What follows belongs to an exercise in optimizing a design on an open flow for small area, a short achievable clock period and few clock cycles; a production flow would make more cautious choices.
Function was checked by simulation only, so behaviour that the tests miss may differ from the original.
Power figures rest on the tool's default switching activity, not on a simulated workload.

==> module acc_ctrl, before the edit <==
module acc_ctrl (
  input  logic        ap_clk,
  input  logic        ap_rst_n,
  input  logic        ap_start,
  input  logic [31:0] cfg,
  input  logic        ifm_valid,
  input  logic        wgt_valid,
  input  logic        ofm_ready,
  output logic        ap_idle,
  output logic        ap_done,
  output logic        take,        
  output logic        ready,       
  output logic        clr,         
  output logic        adv_out,     
  output logic        ofm_valid
);
  logic        busy;        
  logic        adv;         
  logic        in_act;      
  logic        done_q;
  logic        p_last;      
  logic        p_jlast;     
  logic        cs_fin;      
  logic        cs_last;     
  logic        out_q;       
  logic        o_last;      
  logic        fresh;       
  logic [15:0] ci_q;        
  logic [15:0] pc;          
  logic [15:0] wc;          
  logic [15:0] pc_cur;      
  logic [15:0] pc_dec;
  logic [15:0] wc_dec;
  logic        last_in;     
  logic start_acc;
  logic word_end;
  logic emit;
  logic cs_fin_nx;
  logic may_block;
  logic may_block_nx;
  logic can_take;
  logic can_take_q;
  logic in_act_nx;
  logic p_last_nx;
  logic out_q_nx;
  assign start_acc = ap_start && !busy;
  assign emit      = out_q && ofm_ready;
  assign adv_out   = cs_fin && (!out_q || ofm_ready);
  assign cs_fin_nx = adv ? p_last : (adv_out ? 1'b0 : cs_fin);
  assign out_q_nx  = adv_out ? 1'b1 : (emit ? 1'b0 : out_q);
  assign may_block = (adv && p_last && (cs_fin || out_q)) || (cs_fin && out_q);
  assign can_take  = in_act && !may_block;
  assign ready     = can_take && ifm_valid && wgt_valid;
  assign take      = can_take_q && ifm_valid && wgt_valid;
  assign in_act_nx    = start_acc ? 1'b1 : ((take && word_end && last_in) ? 1'b0 : in_act);
  assign p_last_nx    = take ? word_end : p_last;
  assign may_block_nx = (take && p_last_nx && (cs_fin_nx || out_q_nx)) || (cs_fin_nx && out_q_nx);
  assign pc_cur    = fresh ? ci_q : pc;
  assign word_end  = (pc_cur == 16'd1);
  assign last_in   = (wc == 16'd1);
  always_comb begin
    logic bp;
    logic bw;
    bp = 1'b1;
    bw = 1'b1;
    for (int i = 0; i < 16; i++) begin
      pc_dec[i] = pc_cur[i] ^ bp;
      wc_dec[i] = wc[i] ^ bw;
      bp = bp & ~pc_cur[i];
      bw = bw & ~wc[i];
    end
  end
  always_ff @(posedge ap_clk) begin
    if (!ap_rst_n) begin
      busy    <= 1'b0;
      in_act  <= 1'b0;
      done_q  <= 1'b0;
      cs_fin  <= 1'b0;
      out_q   <= 1'b0;
      adv     <= 1'b0;
      clr     <= 1'b0;
      fresh   <= 1'b1;
      can_take_q <= 1'b0;
    end else begin
      can_take_q <= in_act_nx && !may_block_nx;
      done_q <= 1'b0;
      in_act <= in_act_nx;
      if (start_acc) begin
        busy   <= 1'b1;
        fresh  <= 1'b1;
      end
      if (take) begin
        fresh <= word_end;
      end
      cs_fin <= cs_fin_nx;
      out_q  <= out_q_nx;
      adv    <= take;
      clr    <= take && fresh;
      if (emit && o_last) begin
        busy   <= 1'b0;
        done_q <= 1'b1;
      end
    end
  end
  always_ff @(posedge ap_clk) begin
    p_last <= p_last_nx;
    if (take) begin
      p_jlast <= last_in;
    end
    if (adv) begin
      cs_last <= p_jlast;
    end
    if (adv_out) begin
      o_last <= cs_last;
    end
  end
  always_ff @(posedge ap_clk) begin
    if (start_acc) begin
      ci_q <= cfg[31:16];
    end
    if (take) begin
      pc <= pc_dec;
    end
    if (start_acc) begin
      wc <= cfg[15:0];
    end else if (take && word_end) begin
      wc <= wc_dec;
    end
  end
  assign ap_idle   = !busy;
  assign ap_done   = done_q;
  assign ofm_valid = out_q;
endmodule
==> module krnl_acc, before the edit <==
module krnl_acc (
  input  logic               ap_clk,
  input  logic               ap_rst_n,
  input  logic               ap_start,
  input  logic [31:0]        cfg,
  output logic               ap_idle,
  output logic               ap_done,
  input  logic               ifm_valid,
  output logic               ifm_ready,
  input  logic [63:0]        ifm_data,
  input  logic               wgt_valid,
  output logic               wgt_ready,
  input  logic [63:0]        wgt_data,
  output logic               ofm_valid,
  input  logic               ofm_ready,
  output logic [127:0]       ofm_data
);
  logic take;
  logic ready;
  logic clr;
  logic adv_out;
  acc_ctrl i_acc_ctrl (
    .ap_clk    (ap_clk),
    .ap_rst_n  (ap_rst_n),
    .ap_start  (ap_start),
    .cfg       (cfg),
    .ifm_valid (ifm_valid),
    .wgt_valid (wgt_valid),
    .ofm_ready (ofm_ready),
    .ap_idle   (ap_idle),
    .ap_done   (ap_done),
    .take      (take),
    .ready     (ready),
    .clr       (clr),
    .adv_out   (adv_out),
    .ofm_valid (ofm_valid)
  );
  mac_engine i_mac_engine (
    .ap_clk   (ap_clk),
    .take     (take),
    .clr      (clr),
    .adv_out  (adv_out),
    .ifm_data (ifm_data),
    .wgt_data (wgt_data),
    .ofm_data (ofm_data)
  );
  assign ifm_ready = ready;
  assign wgt_ready = ready;
endmodule
clock: 9.0 ns
lec_check: 0
abc_clock_period_in_ps: 4000
cap_margin: 20
core_margin: 2
core_utilization: 75
setup_slack_margin: 5.0
slew_margin: 20
synth_hierarchical: 1
run.sh (not shown) runs the stock make flow with config.mk's settings and CLKGATE_MAP_FILE= SYNTH_SCRIPT=/design/flow/synth_recipe.tcl, a recipe that flattens the netlist after the stock synthesis.
Testbench counts at the start, summed over its fixed seeds: cycles 11,072.
Next try:
--- a/flow/design.v
+++ b/flow/design.v
@@ -16,13 +16,12 @@
   input  logic        ifm_valid,
   input  logic        wgt_valid,
   input  logic        ofm_ready,
   output logic        ap_idle,
   output logic        ap_done,
   output logic        take,        
-  output logic        ready,       
   output logic        clr,         
   output logic        adv_out,     
   output logic        ofm_valid
 );
   logic        busy;        
   logic        adv;         
@@ -44,30 +43,20 @@
   logic        last_in;     
   logic start_acc;
   logic word_end;
   logic emit;
   logic cs_fin_nx;
   logic may_block;
-  logic may_block_nx;
-  logic can_take;
-  logic can_take_q;
-  logic in_act_nx;
-  logic p_last_nx;
   logic out_q_nx;
   assign start_acc = ap_start && !busy;
   assign emit      = out_q && ofm_ready;
   assign adv_out   = cs_fin && (!out_q || ofm_ready);
   assign cs_fin_nx = adv ? p_last : (adv_out ? 1'b0 : cs_fin);
   assign out_q_nx  = adv_out ? 1'b1 : (emit ? 1'b0 : out_q);
   assign may_block = (adv && p_last && (cs_fin || out_q)) || (cs_fin && out_q);
-  assign can_take  = in_act && !may_block;
-  assign ready     = can_take && ifm_valid && wgt_valid;
-  assign take      = can_take_q && ifm_valid && wgt_valid;
-  assign in_act_nx    = start_acc ? 1'b1 : ((take && word_end && last_in) ? 1'b0 : in_act);
-  assign p_last_nx    = take ? word_end : p_last;
-  assign may_block_nx = (take && p_last_nx && (cs_fin_nx || out_q_nx)) || (cs_fin_nx && out_q_nx);
+  assign take      = in_act && ifm_valid && wgt_valid && !may_block;
   assign pc_cur    = fresh ? ci_q : pc;
   assign word_end  = (pc_cur == 16'd1);
   assign last_in   = (wc == 16'd1);
   always_comb begin
     logic bp;
     logic bw;
@@ -87,37 +76,36 @@
       done_q  <= 1'b0;
       cs_fin  <= 1'b0;
       out_q   <= 1'b0;
       adv     <= 1'b0;
       clr     <= 1'b0;
       fresh   <= 1'b1;
-      can_take_q <= 1'b0;
     end else begin
-      can_take_q <= in_act_nx && !may_block_nx;
       done_q <= 1'b0;
-      in_act <= in_act_nx;
       if (start_acc) begin
         busy   <= 1'b1;
+        in_act <= 1'b1;
         fresh  <= 1'b1;
       end
       if (take) begin
         fresh <= word_end;
+        if (word_end && last_in) in_act <= 1'b0;
       end
       cs_fin <= cs_fin_nx;
       out_q  <= out_q_nx;
       adv    <= take;
       clr    <= take && fresh;
       if (emit && o_last) begin
         busy   <= 1'b0;
         done_q <= 1'b1;
       end
     end
   end
   always_ff @(posedge ap_clk) begin
-    p_last <= p_last_nx;
     if (take) begin
+      p_last  <= word_end;
       p_jlast <= last_in;
     end
     if (adv) begin
       cs_last <= p_jlast;
     end
     if (adv_out) begin
@@ -1140,13 +1128,12 @@
   input  logic [63:0]        wgt_data,
   output logic               ofm_valid,
   input  logic               ofm_ready,
   output logic [127:0]       ofm_data
 );
   logic take;
-  logic ready;
   logic clr;
   logic adv_out;
   acc_ctrl i_acc_ctrl (
     .ap_clk    (ap_clk),
     .ap_rst_n  (ap_rst_n),
     .ap_start  (ap_start),
@@ -1154,13 +1141,12 @@
     .ifm_valid (ifm_valid),
     .wgt_valid (wgt_valid),
     .ofm_ready (ofm_ready),
     .ap_idle   (ap_idle),
     .ap_done   (ap_done),
     .take      (take),
-    .ready     (ready),
     .clr       (clr),
     .adv_out   (adv_out),
     .ofm_valid (ofm_valid)
   );
   mac_engine i_mac_engine (
     .ap_clk   (ap_clk),
@@ -1168,10 +1154,10 @@
     .clr      (clr),
     .adv_out  (adv_out),
     .ifm_data (ifm_data),
     .wgt_data (wgt_data),
     .ofm_data (ofm_data)
   );
-  assign ifm_ready = ready;
-  assign wgt_ready = ready;
+  assign ifm_ready = take;
+  assign wgt_ready = take;
 endmodule
 `default_nettype wire
Total power went down by 7.1%.
Cell count is about the same.
Register-to-register slack loses 30 ps.
Setup slack is worse by 35 ps.
Clock skew came out higher by 11 ps.
Sequential power fell by about 3%.
Clock-buffer cell count does not change.
Maximum frequency falls by 0.88%.
Via count is higher by 0.91%.
Sequential share of layout area hardly moves.
First-iteration DRC count came out higher by 3.1%.
Clock power hardly moves.
Global-route usage went up by 0.45 points.
Testbench counts after the change, summed over its fixed seeds: cycles 11,072.

==> what the ideal ports hide <==
How much do the figures lean on ideal ports? The routed layouts below were timed once more, with nothing changed but the port constraints. Step 1 sets driving cells, clkbuf_16 on the clock port and buf_2 on the other inputs (assumed; they add their load-dependent delay and slew). Step 2 moves the port delays by t, midway between the first and last clock arrival at a register: inputs arrive t later, outputs are due t later. That takes back most of the time a late clock gives input paths. Slacks: no drivers / after step 1 / after step 2; pairs: no drivers / after step 1.
run | t, ns | setup slack, ns | worst register clock-pin slew, ns
the first run | 0.684 | 5.029 / 4.983 / 4.601 | 0.07 / 0.07
the second run | 0.675 | 4.994 / 4.956 / 4.636 | 0.07 / 0.07
After both steps every run listed still meets setup and hold. The setup slack of the first run, which loses most, moves by -0.046 ns with the drivers and by -0.428 ns with both steps.
